This is an optimization exercise on Yosys and OpenROAD, whose aim is small area and a short achievable clock period, not a production implementation. The RTL was checked by simulation tests, not by an equivalence proof against the original design. Power and IR drop assume default switching activity.

Design processor, start of the top module:
module processor (
   input  logic        clk,
   input  logic        rst_n,
   input  logic        boot_done,
   output logic [11:0] status,
   output logic [15:0] instr_ptr,
   input  logic        instr_valid,
   input  logic [31:0] cur_instr,
   output logic        cache_wr_en,
   output logic [15:0] cache_wr_addr,
   output logic [15:0] cache_wr_data,
   input  logic        cache_wr_done,
   output logic        cache_rd_en,
   output logic [15:0] cache_rd_addr,
   input  logic [15:0] cache_rd_data,
   input  logic        cache_rd_done
);
For scale: roughly 380 flip-flops, roughly 130 I/O pins, about 20,000 sq um of cells after synthesis.
==> flow/config.mk <==
export PLATFORM = sky130hd
export DESIGN_NAME = processor
export DESIGN_NICKNAME = processor
export VERILOG_FILES = /design/flow/design.v
export SDC_FILE = /design/flow/constraint.sdc
export NUM_CORES = 4
export LEC_CHECK = 0
export CAP_MARGIN = 20
export CORE_MARGIN = 2
export CORE_UTILIZATION = 60
export CTS_BUF_LIST = sky130_fd_sc_hd__clkbuf_16
export CTS_CLUSTER_DIAMETER = 60
export CTS_CLUSTER_SIZE = 30
export PLACE_DENSITY = 0.75
export SETUP_SLACK_MARGIN = 3.5
export SLEW_MARGIN = 20
==> flow/constraint.sdc <==
create_clock -name core_clock -period 7.0 [get_ports {clk}]
set_input_delay 1.4000 -clock core_clock [delete_from_list [all_inputs] [get_ports {clk}]]
set_output_delay 1.4000 -clock core_clock [all_outputs]
set_load 0.01 [all_outputs]
standard.sh (not shown) runs the stock make flow with config.mk's settings and CLKGATE_MAP_FILE= SYNTH_SCRIPT=/design/flow/synth_recipe.tcl, a recipe that flattens the netlist after the stock synthesis.
==> flow/flow/run.sh <==
#!/bin/bash
# Layout flow: the standard flow (standard.sh) with its standard
# synthesis, unchanged except that the port buffers are plain buffers
# (buf_2) instead of the delay cells buffer_ports picks by default.
# make's output goes to flow_make.log in this folder; each ORFS step keeps
# its own full log under orfs/logs/.
set -euo pipefail
export BUFFER_PORTS_ARGS="-buffer_cell sky130_fd_sc_hd__buf_2"
bash standard.sh finish > flow_make.log 2>&1
test -s out/final.def
Rerun with:
--- a/flow/design.v
+++ b/flow/design.v
@@ -91,19 +91,22 @@
       for (int i = 0; i < 16; i++) begin
          ra_q = ra_q | (regs[i] & {16{vld[i] && r1 == 4'(i)}});
          rb_q = rb_q | (regs[i] & {16{vld[i] && r2 == 4'(i)}});
       end
    end
    wire [15:0] ra = (pv && p_idx == r1) ? p_res : ra_q;
-   wire [15:0] rb = (pv && p_idx == r2) ? p_res : rb_q;
+   wire        b_imm = op[4] || op[3:0] == 4'd2 || op[3:0] == 4'd4;
+   wire        b_inv = op[3:0] == 4'd6 || op[3:0] == 4'd13;
+   wire        fwd_b = pv && p_idx == r2 && !b_imm;
+   wire [15:0] p_b_q = b_imm ? imm : (rb_q ^ {16{b_inv}});
    wire sub_m  = c_sub;
    wire add_m  = c_add;
    wire tst_m  = c_tst;
    wire shl_m  = c_shl;
    wire shra_m = c_sra;
-   wire [15:0] bx  = p_b ^ {16{sub_m}};
+   wire [15:0] bx  = p_b;
    wire [17:0] sum_w = {1'b0, p_a, 1'b1} + {1'b0, bx, sub_m};
    wire [16:0] sum = sum_w[17:1];
    wire [15:0] v_and = p_a & p_b;
    wire [15:0] v_or  = p_a | p_b;
    wire [15:0] v_xor = p_a ^ p_b;
    wire fill = shra_m & p_a[15];
@@ -129,13 +132,13 @@
          n_c = 1'b0;
          n_z = (v_and == 16'd0);
          n_s = v_and[15];
       end else begin
          n_o = (p_a[15] == bx[15]) & (sum[15] != p_a[15]);
          n_c = sum[16] ^ sub_m;
-         n_z = add_m ? (v_xor == {v_or[14:0], 1'b0}) : (v_xor == 16'd0);
+         n_z = add_m ? (v_xor == {v_or[14:0], 1'b0}) : (v_xor == 16'hffff);
          n_s = sum[15];
       end
    end
    logic f_o, f_c, f_z, f_s;
    assign {f_o, f_c, f_z, f_s} = fp ? {n_o, n_c, n_z, n_s} : f_q;
    logic taken;
@@ -160,12 +163,13 @@
       endcase
    end
    logic [15:0] ip_n, ip_t;
    logic        ip_sel;
    assign instr_ptr = ip_sel ? ip_t : ip_n;
    wire [15:0] ip_inc = {instr_ptr[15:2] + 14'd1, instr_ptr[1:0]};
+   wire        upd    = accept & ~invalid & ~stall;
    wire        we_any = rd_fin | pv;
    wire [3:0]  widx   = rw ? ld_idx : p_idx;
    wire [15:0] wdata  = rw ? cache_rd_data : p_res;
    always_ff @(posedge clk) begin
       for (int i = 0; i < 16; i++) begin
          if (we_any && widx == 4'(i)) regs[i] <= wdata;
@@ -193,23 +197,23 @@
          fp          <= 1'b0;
          f_q         <= '0;
       end else begin
          pv          <= accept & is_wop;
          fp          <= accept & is_fop;
          f_q         <= accept ? 4'd0 : {f_o, f_c, f_z, f_s};
+         ip_n        <= upd ? ip_inc : instr_ptr;
+         ip_sel      <= upd & taken;
          cache_wr_en <= wr_issue;
          cache_rd_en <= rd_issue;
          if (!ex && !ww && !rw && !hl && boot_done) ex <= 1'b1;
          if (accept) begin
             if (invalid) begin
                ex     <= 1'b0;
                hl     <= 1'b1;
                bad_op <= op;
             end else if (!stall) begin
-               ip_n      <= ip_inc;
-               ip_sel    <= taken;
                if (wr_issue) begin
                   ex <= 1'b0;
                   ww <= 1'b1;
                end
                if (rd_issue) begin
                   ex <= 1'b0;
@@ -225,15 +229,15 @@
             rw <= 1'b0;
             ex <= 1'b1;
          end
       end
    end
    always_ff @(posedge clk) begin
-      if (accept && !invalid && !stall) ip_t <= (op[4:0] == 5'd17) ? ra : tgt;
+      ip_t  <= (op[4:0] == 5'd17) ? ra : tgt;
       p_a   <= ra;
-      p_b   <= (op[4] || op[3:0] == 4'd2 || op[3:0] == 4'd4) ? imm : rb;
+      p_b   <= fwd_b ? (p_res ^ {16{b_inv}}) : p_b_q;
       c_sub <= (op[3:0] == 4'd6) | (op[3:0] == 4'd13);
       c_add <= (op[3:0] == 4'd5);
       c_tst <= (op[3:0] == 4'd14);
       c_shl <= (op[3:0] == 4'd10);
       c_sra <= (op[3:0] == 4'd11);
       c_b   <= (op[3:0] == 4'd3) | (op[3:0] == 4'd4);
=>
- cell count drops by 4.8%
- wire length shrinks by 2.0%
- design area falls by 2.0%
- total power came out higher by 1.0%
- critical path depth came out higher by 1
- via count drops by 4.0%
- worst setup slack degrades by 0.041 ns
- clock power climbs by about 10%
- worst hold slack is about the same
- fmax goes down by 1.1%
- synthesized area fell by 2.2%
- core utilization goes up by 0.38 points

re-timing with driven ports:
The flow's constraints put no driver on any port. The routed layouts listed below were extracted and timed again, unchanged, in two steps.
Step 1: set_driving_cell puts a clkbuf_16 on clk and a buf_2 on each other input, an assumption about the parent block.
Step 2 moves the port delays by t, midway between the first and last clock arrival at a register: inputs arrive t later, outputs are due t later. That takes back most of the time a late clock gives input paths.
a / b / c = ideal / step 1 / step 2; a / b = the first two.
run | shift t [ns] | slack for setup (ns) | worst register clock-pin slew, ns | pins driven straight from the clock port
the first run | 0.611 | 3.452 / 3.480 / 2.869 | 0.10 / 0.10 | 1
the second run | 0.641 | 3.411 / 3.438 / 2.797 | 0.11 / 0.11 | 1
After both steps every run listed still meets setup and hold. For the second run, which loses most, drivers alone change the setup slack by +0.027 ns; drivers and shift together by -0.614 ns.
